This is an optimization exercise on Yosys and OpenROAD, whose aim is small area, a short achievable clock period and few clock cycles per item, not a production implementation. RTL that was checked went through simulation tests only; none was proved equivalent to the original.

==> 06-01: inputs <==
## mcm_dct_top
module mcm_dct_top (
    input  logic                                  clk,
    input  logic                                  rst_n,
    input  logic                                  req_i,
    input  logic [8*(16+1)-1:0]   samples_i,
    input  logic [8*(3+1)-1:0] codes_i,
    output logic                                  ack_o,
    output logic [32:0]                   result_o
);
clock: 26.0 ns
lec_check: 0
cap_margin: 20
core_margin: 2
core_utilization: 40
slew_margin: 20
synth_hierarchical: 1
run.sh (not shown) runs the stock make flow with config.mk's settings and CLKGATE_MAP_FILE= SYNTH_SCRIPT=/design/flow/synth_recipe.tcl, a recipe that flattens the netlist after the stock synthesis.
==> inputs of 06-02, as changes to 06-01 <==
==> flow/flow/run.sh (new file) <==
#!/bin/bash
# Own layout flow: the standard ORFS flow (standard.sh, unchanged synthesis), with the
# ports buffered by a plain buffer cell instead of the default choice, and setup repair
# aimed at a larger slack than the clock period needs, so that repair works on this design's
# real critical paths. Each run's full output goes to a log file in the work folder.
set -euo pipefail
export BUFFER_PORTS_ARGS="-buffer_cell sky130_fd_sc_hd__buf_2"
export SETUP_SLACK_MARGIN="${FLOW_SETUP_MARGIN:-15}"
bash standard.sh synth > run_synth.log 2>&1
bash standard.sh > run_layout.log 2>&1
==> flow/standard.sh (new file) <==
#!/bin/bash
# synth_recipe.tcl (not shown) runs the flow's synth.tcl, then flattens the netlist and writes it again
# the make line also repeats each setting of config.mk as NAME=value (left out here)
make -C /OpenROAD-flow-scripts/flow DESIGN_CONFIG=/design/flow/config.mk WORK_HOME=/design/flow/orfs CLKGATE_MAP_FILE= SYNTH_SCRIPT=/design/flow/synth_recipe.tcl "${@:-finish}"
removed: flow/run.sh
==> comparison table <==
metric                                            06-01       06-02
Initial antenna violation count                       1           6
Non-filler instance count after layout            3,350       3,359
Run status                     timing/DRC/antenna clean  timing/DRC/antenna clean
Final design instance area without fill      30,800 µm²  30,000 µm²
Sequential share of cell area                     3.72%       3.82%
Met3 Routed Length                              5430 µm     4950 µm
DR WL met2                                    52,500 µm   52,600 µm
Worst slack, placed                            14.03 ns    14.56 ns
Post-route setup slack                         14.37 ns    15.11 ns
Max Used Layer                                     met4        met5
Clock Network Area Fraction                       1.15%       1.18%
Number of filler cells placed in the layout       6,659       6,831
Testbench counts of 06-01, summed over its fixed seeds: cycles 4,096, items 2,048.
Testbench counts of 06-02, summed over its fixed seeds: cycles 4,096, items 2,048.

==> job 8549 <==
mcm_dct_top, a different RTL version from the one above (not shown whole).
## mcm_dct_top
module mcm_dct_top (
    input  logic                                  clk,
    input  logic                                  rst_n,
    input  logic                                  req_i,
    input  logic [8*(16+1)-1:0]   samples_i,
    input  logic [8*(3+1)-1:0] codes_i,
    output logic                                  ack_o,
    output logic [32:0]                   result_o
);
==> module mcm_lane, before the edit <==
module mcm_lane (
    input  logic [16:0]   sample_i,
    input  logic [3:0] code_i,
    output logic [91-1:0] pp_o
);
    logic s0, ns0, pa2, qa2, ga3, ea, nea, np4, nq4, np6, nq6, np8, nq8, q4, q6, q8;
    logic t, d0, da, d4, d6, s0x, sa, s4, s6;
    mcm_lane_xor u_t  (.a_i(sample_i[16]), .b_i(code_i[3]), .y_o(t));
    mcm_lane_dec u_dec (.idx_i(code_i[3-1:0]), .d0_o(d0), .da_o(da), .d4_o(d4), .d6_o(d6));
    mcm_lane_xor u_s0 (.a_i(t), .b_i(d0), .y_o(s0x));
    mcm_lane_xor u_sa (.a_i(t), .b_i(da), .y_o(sa));
    mcm_lane_xor u_s4 (.a_i(t), .b_i(d4), .y_o(s4));
    mcm_lane_xor u_s6 (.a_i(t), .b_i(d6), .y_o(s6));
    mcm_lane_ctrl u_ctrl (
        .t_i   (t),
        .idx_i (code_i[3-1:0]),
        .s0_i  (s0x),
        .sa_i  (sa),
        .s4_i  (s4),
        .s6_i  (s6),
        .s8_i  (t),
        .s0_o (s0),
        .ns0_o (ns0),
        .pa2_o (pa2),
        .qa2_o (qa2),
        .ga3_o (ga3),
        .ea_o (ea),
        .nea_o (nea),
        .np4_o (np4),
        .nq4_o (nq4),
        .np6_o (np6),
        .nq6_o (nq6),
        .np8_o (np8),
        .nq8_o (nq8),
        .q4_o (q4),
        .q6_o (q6),
        .q8_o (q8)
    );
    logic [15:0] xn;
    assign xn = ~sample_i[16-1:0];
    mcm_lane_rows u_rows (
        .x_i   (sample_i[16-1:0]),
        .xn_i  (xn),
        .s0_i (s0),
        .ns0_i (ns0),
        .pa2_i (pa2),
        .qa2_i (qa2),
        .ga3_i (ga3),
        .np4_i (np4),
        .nq4_i (nq4),
        .np6_i (np6),
        .nq6_i (nq6),
        .np8_i (np8),
        .nq8_i (nq8),
        .row_o (pp_o[80:0])
    );
    assign pp_o[81] = s0;   
    assign pp_o[82] = ea;   
    assign pp_o[83] = q4;   
    assign pp_o[84] = q6;   
    assign pp_o[85] = q8;   
    assign pp_o[86] = ns0;   
    assign pp_o[87] = nea;   
    assign pp_o[88] = nq4;   
    assign pp_o[89] = nq6;   
    assign pp_o[90] = nq8;   
endmodule
==> module mcm_lane_ctrl, before the edit <==
module mcm_lane_ctrl (
    input  logic       t_i,
    input  logic [2:0] idx_i,
    input  logic       s0_i,
    input  logic       sa_i,
    input  logic       s4_i,
    input  logic       s6_i,
    input  logic       s8_i,
    output logic       s0_o,
    output logic       ns0_o,
    output logic       pa2_o,
    output logic       qa2_o,
    output logic       ga3_o,
    output logic       ea_o,
    output logic       nea_o,
    output logic       np4_o,
    output logic       nq4_o,
    output logic       np6_o,
    output logic       nq6_o,
    output logic       np8_o,
    output logic       nq8_o,
    output logic       q4_o,
    output logic       q6_o,
    output logic       q8_o
);
    logic ga2, ga3, g4, g6, g8;
    assign ga2 = (idx_i == 3'd1) | (idx_i == 3'd2) | (idx_i == 3'd6) | (idx_i == 3'd7);
    assign ga3 = (idx_i == 3'd3);
    assign g4  = (idx_i == 3'd4) | (idx_i == 3'd5) | (idx_i == 3'd6) | (ga3 & t_i);
    assign g6  = (idx_i == 3'd5) | (idx_i == 3'd6);
    assign g8  = (idx_i == 3'd6) | (idx_i == 3'd7);
    assign s0_o  = s0_i;
    assign ns0_o = ~s0_i;
    assign pa2_o = ga2 & sa_i;
    assign qa2_o = ga2 & ~sa_i;
    assign ga3_o = ga3;
    assign ea_o  = ~(ga2 | ga3) | (ga2 & sa_i);
    assign nea_o = ~ea_o;
    assign np4_o = ~(g4 & ~s4_i);
    assign nq4_o = ~(g4 & s4_i);
    assign q4_o  = g4 & s4_i;
    assign np6_o = ~(g6 & ~s6_i);
    assign nq6_o = ~(g6 & s6_i);
    assign q6_o  = g6 & s6_i;
    assign np8_o = ~(g8 & ~s8_i);
    assign nq8_o = ~(g8 & s8_i);
    assign q8_o  = g8 & s8_i;
endmodule
==> module mcm_lane_dec, before the edit <==
module mcm_lane_dec (
    input  logic [2:0] idx_i,
    output logic       d0_o,
    output logic       da_o,
    output logic       d4_o,
    output logic       d6_o
);
    assign d0_o = (idx_i == 3'd1) | (idx_i == 3'd4) | (idx_i == 3'd7);
    assign da_o = (idx_i == 3'd7);
    assign d4_o = (idx_i == 3'd5) | (idx_i == 3'd6);
    assign d6_o = (idx_i == 3'd6);
endmodule
==> module mcm_lane_xor, before the edit <==
module mcm_lane_xor (
    input  logic a_i,
    input  logic b_i,
    output logic y_o
);
    assign y_o = a_i ^ b_i;
endmodule
==> flow/config.mk <==
export PLATFORM = sky130hd
export DESIGN_NAME = mcm_dct_top
export DESIGN_NICKNAME = mcm_dct_top
export VERILOG_FILES = /design/flow/design.v
export SDC_FILE = /design/flow/constraint.sdc
export NUM_CORES = 4
export LEC_CHECK = 0
export CAP_MARGIN = 20
export CORE_MARGIN = 2
export CORE_UTILIZATION = 50
export PLACE_DENSITY = 0.65
export SLEW_MARGIN = 20
export SYNTH_HIERARCHICAL = 1
==> flow/constraint.sdc <==
create_clock -name core_clock -period 26.0 [get_ports {clk}]
set_input_delay 5.2000 -clock core_clock [delete_from_list [all_inputs] [get_ports {clk}]]
set_output_delay 5.2000 -clock core_clock [all_outputs]
set_load 0.01 [all_outputs]
standard.sh (not shown) runs the stock make flow with config.mk's settings and CLKGATE_MAP_FILE= SYNTH_SCRIPT=/design/flow/synth_recipe.tcl, a recipe that flattens the netlist after the stock synthesis.
==> flow/flow/run.sh <==
#!/bin/bash
# Own layout flow: the standard ORFS flow (standard.sh, unchanged synthesis), with the
# ports buffered by a plain buffer cell instead of the default choice, and setup repair
# aimed at a larger slack than the clock period needs, so that repair works on this design's
# real critical paths. Each run's full output goes to a log file in the work folder.
set -euo pipefail
export BUFFER_PORTS_ARGS="-buffer_cell sky130_fd_sc_hd__buf_1"
export SETUP_SLACK_MARGIN="${FLOW_SETUP_MARGIN:-15.5}"
bash standard.sh synth > run_synth.log 2>&1
bash standard.sh > run_layout.log 2>&1
==> job 269: changes against job 8549 <==
--- a/flow/flow/run.sh
+++ b/flow/flow/run.sh
@@ -6,5 +6,5 @@
 set -euo pipefail
 export BUFFER_PORTS_ARGS="-buffer_cell sky130_fd_sc_hd__buf_1"
-export SETUP_SLACK_MARGIN="${FLOW_SETUP_MARGIN:-15.5}"
+export SETUP_SLACK_MARGIN="${FLOW_SETUP_MARGIN:-15.75}"
 bash standard.sh synth > run_synth.log 2>&1
 bash standard.sh > run_layout.log 2>&1
--- a/flow/config.mk
+++ b/flow/config.mk
@@ -8,6 +8,5 @@
 export CAP_MARGIN = 20
 export CORE_MARGIN = 2
-export CORE_UTILIZATION = 50
-export PLACE_DENSITY = 0.65
+export CORE_UTILIZATION = 40
 export SLEW_MARGIN = 20
 export SYNTH_HIERARCHICAL = 1
==> job 326: changes against job 8549 <==
--- a/flow/flow/run.sh
+++ b/flow/flow/run.sh
@@ -6,5 +6,5 @@
 set -euo pipefail
 export BUFFER_PORTS_ARGS="-buffer_cell sky130_fd_sc_hd__buf_1"
-export SETUP_SLACK_MARGIN="${FLOW_SETUP_MARGIN:-15.5}"
+export SETUP_SLACK_MARGIN="${FLOW_SETUP_MARGIN:-15}"
 bash standard.sh synth > run_synth.log 2>&1
 bash standard.sh > run_layout.log 2>&1
--- a/flow/config.mk
+++ b/flow/config.mk
@@ -8,6 +8,5 @@
 export CAP_MARGIN = 20
 export CORE_MARGIN = 2
-export CORE_UTILIZATION = 50
-export PLACE_DENSITY = 0.65
+export CORE_UTILIZATION = 40
 export SLEW_MARGIN = 20
 export SYNTH_HIERARCHICAL = 1
==> job 1126: changes against job 8549 <==
--- a/flow/design.v
+++ b/flow/design.v
@@ -159,19 +159,7 @@
 );
     logic s0, ns0, pa2, qa2, ga3, ea, nea, np4, nq4, np6, nq6, np8, nq8, q4, q6, q8;
-    logic t, d0, da, d4, d6, s0x, sa, s4, s6;
-    mcm_lane_xor u_t  (.a_i(sample_i[16]), .b_i(code_i[3]), .y_o(t));
-    mcm_lane_dec u_dec (.idx_i(code_i[3-1:0]), .d0_o(d0), .da_o(da), .d4_o(d4), .d6_o(d6));
-    mcm_lane_xor u_s0 (.a_i(t), .b_i(d0), .y_o(s0x));
-    mcm_lane_xor u_sa (.a_i(t), .b_i(da), .y_o(sa));
-    mcm_lane_xor u_s4 (.a_i(t), .b_i(d4), .y_o(s4));
-    mcm_lane_xor u_s6 (.a_i(t), .b_i(d6), .y_o(s6));
     mcm_lane_ctrl u_ctrl (
-        .t_i   (t),
-        .idx_i (code_i[3-1:0]),
-        .s0_i  (s0x),
-        .sa_i  (sa),
-        .s4_i  (s4),
-        .s6_i  (s6),
-        .s8_i  (t),
+        .sign_i (sample_i[16]),
+        .code_i (code_i),
         .s0_o (s0),
         .ns0_o (ns0),
@@ -222,11 +210,6 @@
 `default_nettype none
 module mcm_lane_ctrl (
-    input  logic       t_i,
-    input  logic [2:0] idx_i,
-    input  logic       s0_i,
-    input  logic       sa_i,
-    input  logic       s4_i,
-    input  logic       s6_i,
-    input  logic       s8_i,
+    input  logic       sign_i,
+    input  logic [3:0] code_i,
     output logic       s0_o,
     output logic       ns0_o,
@@ -246,45 +229,22 @@
     output logic       q8_o
 );
-    logic ga2, ga3, g4, g6, g8;
-    assign ga2 = (idx_i == 3'd1) | (idx_i == 3'd2) | (idx_i == 3'd6) | (idx_i == 3'd7);
-    assign ga3 = (idx_i == 3'd3);
-    assign g4  = (idx_i == 3'd4) | (idx_i == 3'd5) | (idx_i == 3'd6) | (ga3 & t_i);
-    assign g6  = (idx_i == 3'd5) | (idx_i == 3'd6);
-    assign g8  = (idx_i == 3'd6) | (idx_i == 3'd7);
-    assign s0_o  = s0_i;
-    assign ns0_o = ~s0_i;
-    assign pa2_o = ga2 & sa_i;
-    assign qa2_o = ga2 & ~sa_i;
-    assign ga3_o = ga3;
-    assign ea_o  = ~(ga2 | ga3) | (ga2 & sa_i);
-    assign nea_o = ~ea_o;
-    assign np4_o = ~(g4 & ~s4_i);
-    assign nq4_o = ~(g4 & s4_i);
-    assign q4_o  = g4 & s4_i;
-    assign np6_o = ~(g6 & ~s6_i);
-    assign nq6_o = ~(g6 & s6_i);
-    assign q6_o  = g6 & s6_i;
-    assign np8_o = ~(g8 & ~s8_i);
-    assign nq8_o = ~(g8 & s8_i);
-    assign q8_o  = g8 & s8_i;
-endmodule
-module mcm_lane_dec (
-    input  logic [2:0] idx_i,
-    output logic       d0_o,
-    output logic       da_o,
-    output logic       d4_o,
-    output logic       d6_o
-);
-    assign d0_o = (idx_i == 3'd1) | (idx_i == 3'd4) | (idx_i == 3'd7);
-    assign da_o = (idx_i == 3'd7);
-    assign d4_o = (idx_i == 3'd5) | (idx_i == 3'd6);
-    assign d6_o = (idx_i == 3'd6);
-endmodule
-module mcm_lane_xor (
-    input  logic a_i,
-    input  logic b_i,
-    output logic y_o
-);
-    assign y_o = a_i ^ b_i;
+    logic [3:0] key;
+    assign key = {sign_i ^ code_i[3], code_i[2:0]};
+    assign s0_o = 16'b0110110110010010 >> key;
+    assign ns0_o = 16'b1001001001101101 >> key;
+    assign pa2_o = 16'b0100011010000000 >> key;
+    assign qa2_o = 16'b1000000001000110 >> key;
+    assign ga3_o = 16'b0000100000001000 >> key;
+    assign ea_o = 16'b0111011110110001 >> key;
+    assign nea_o = 16'b1000100001001110 >> key;
+    assign np4_o = 16'b1001111111101111 >> key;
+    assign nq4_o = 16'b1110011110011111 >> key;
+    assign np6_o = 16'b1011111111011111 >> key;
+    assign nq6_o = 16'b1101111110111111 >> key;
+    assign np8_o = 16'b1111111100111111 >> key;
+    assign nq8_o = 16'b0011111111111111 >> key;
+    assign q4_o = 16'b0001100001100000 >> key;
+    assign q6_o = 16'b0010000001000000 >> key;
+    assign q8_o = 16'b1100000000000000 >> key;
 endmodule
 `default_nettype none
--- a/flow/flow/run.sh
+++ b/flow/flow/run.sh
@@ -6,5 +6,5 @@
 set -euo pipefail
 export BUFFER_PORTS_ARGS="-buffer_cell sky130_fd_sc_hd__buf_1"
-export SETUP_SLACK_MARGIN="${FLOW_SETUP_MARGIN:-15.5}"
+export SETUP_SLACK_MARGIN="${FLOW_SETUP_MARGIN:-16}"
 bash standard.sh synth > run_synth.log 2>&1
 bash standard.sh > run_layout.log 2>&1
--- a/flow/config.mk
+++ b/flow/config.mk
@@ -8,6 +8,5 @@
 export CAP_MARGIN = 20
 export CORE_MARGIN = 2
-export CORE_UTILIZATION = 50
-export PLACE_DENSITY = 0.65
+export CORE_UTILIZATION = 40
 export SLEW_MARGIN = 20
 export SYNTH_HIERARCHICAL = 1
==> notes <==
Clock-buffer cell count is the same in job 1126 and job 326. Flip-flop and latch count is the same in job 269 and job 1126. Of job 8549 and job 326, job 8549 has the higher via count (gap about 2.4%, measured against job 326).
==> figures <==
                                                job 1126   job 8549    job 269    job 326
Outcome                         timing/DRC/antenna clean  timing/DRC/antenna clean  timing/DRC/antenna clean  timing/DRC/antenna clean
Final worst path period share                      0.387      0.402      0.393      0.415
Layout-to-synthesis area ratio                    1.144x     1.039x     1.071x     1.027x
Post-DP HPWL                                   109000 um  105000 um  101000 um  101000 um
Filler-free cell count of the finished design       3672       3192       3417       3347
Multi-In Gates                                      2019       1865       1865       1865
Detailed Route WL                              134000 um  123000 um  119000 um  117000 um
Antenna violations before repair                       6          6          5          5
Wire per inst                                    36.4 um    38.7 um    34.9 um    35.1 um
Testbench counts of job 8549, summed over its fixed seeds: cycles 4,096, items 2,048.
Testbench counts of job 269, summed over its fixed seeds: cycles 4,096, items 2,048.
Testbench counts of job 326, summed over its fixed seeds: cycles 4,096, items 2,048.
The RTL of job 1126 was laid out without a check of its function.

afterwards: timing with drivers on the ports:
No port has a modelled driver above. Below, the same layouts with a new extraction and two added sets of constraints.
Step 1 sets driving cells, clkbuf_16 on the clock port and buf_2 on the other inputs (assumed; they add their load-dependent delay and slew).
Step 2, shift: input delay + t, output delay - t, t = (earliest + latest rising clock arrival at the registers) / 2. This alone moves slack from input paths to output paths.
Three values: no drivers, after step 1, after step 2; two values: the first two.
| run | shift t [ns] | slack for setup (ns) | worst hold slack (ns) | worst setup path at the end | worst slew at a driven data input, ns |
|---|---|---|---|---|---|
| 06-01 | 0.425 | 14.366 / 14.401 / 13.975 | 4.960 / 4.927 / 5.353 | input to register | 0.09 |
| 06-02 | 0.427 | 15.112 / 15.147 / 14.719 | 4.587 / 4.554 / 4.981 | input to register | 0.11 |
| job 8549 | 0.450 | 15.554 / 15.595 / 15.145 | 1.223 / 1.223 / 1.223 | input to register | 0.10 |
| job 269 | 0.451 | 15.773 / 15.819 / 15.368 | 1.082 / 1.082 / 1.082 | input to register | 0.10 |
| job 326 | 0.443 | 15.209 / 15.234 / 14.792 | 1.084 / 1.084 / 1.084 | input to register | 0.10 |
| job 1126 | 0.445 | 15.944 / 15.993 / 15.548 | 1.074 / 1.074 / 1.074 | input to register | 0.11 |
After both steps every run listed still meets setup and hold. For job 326, which loses most, drivers alone change the setup slack by +0.025 ns; drivers and shift together by -0.417 ns.
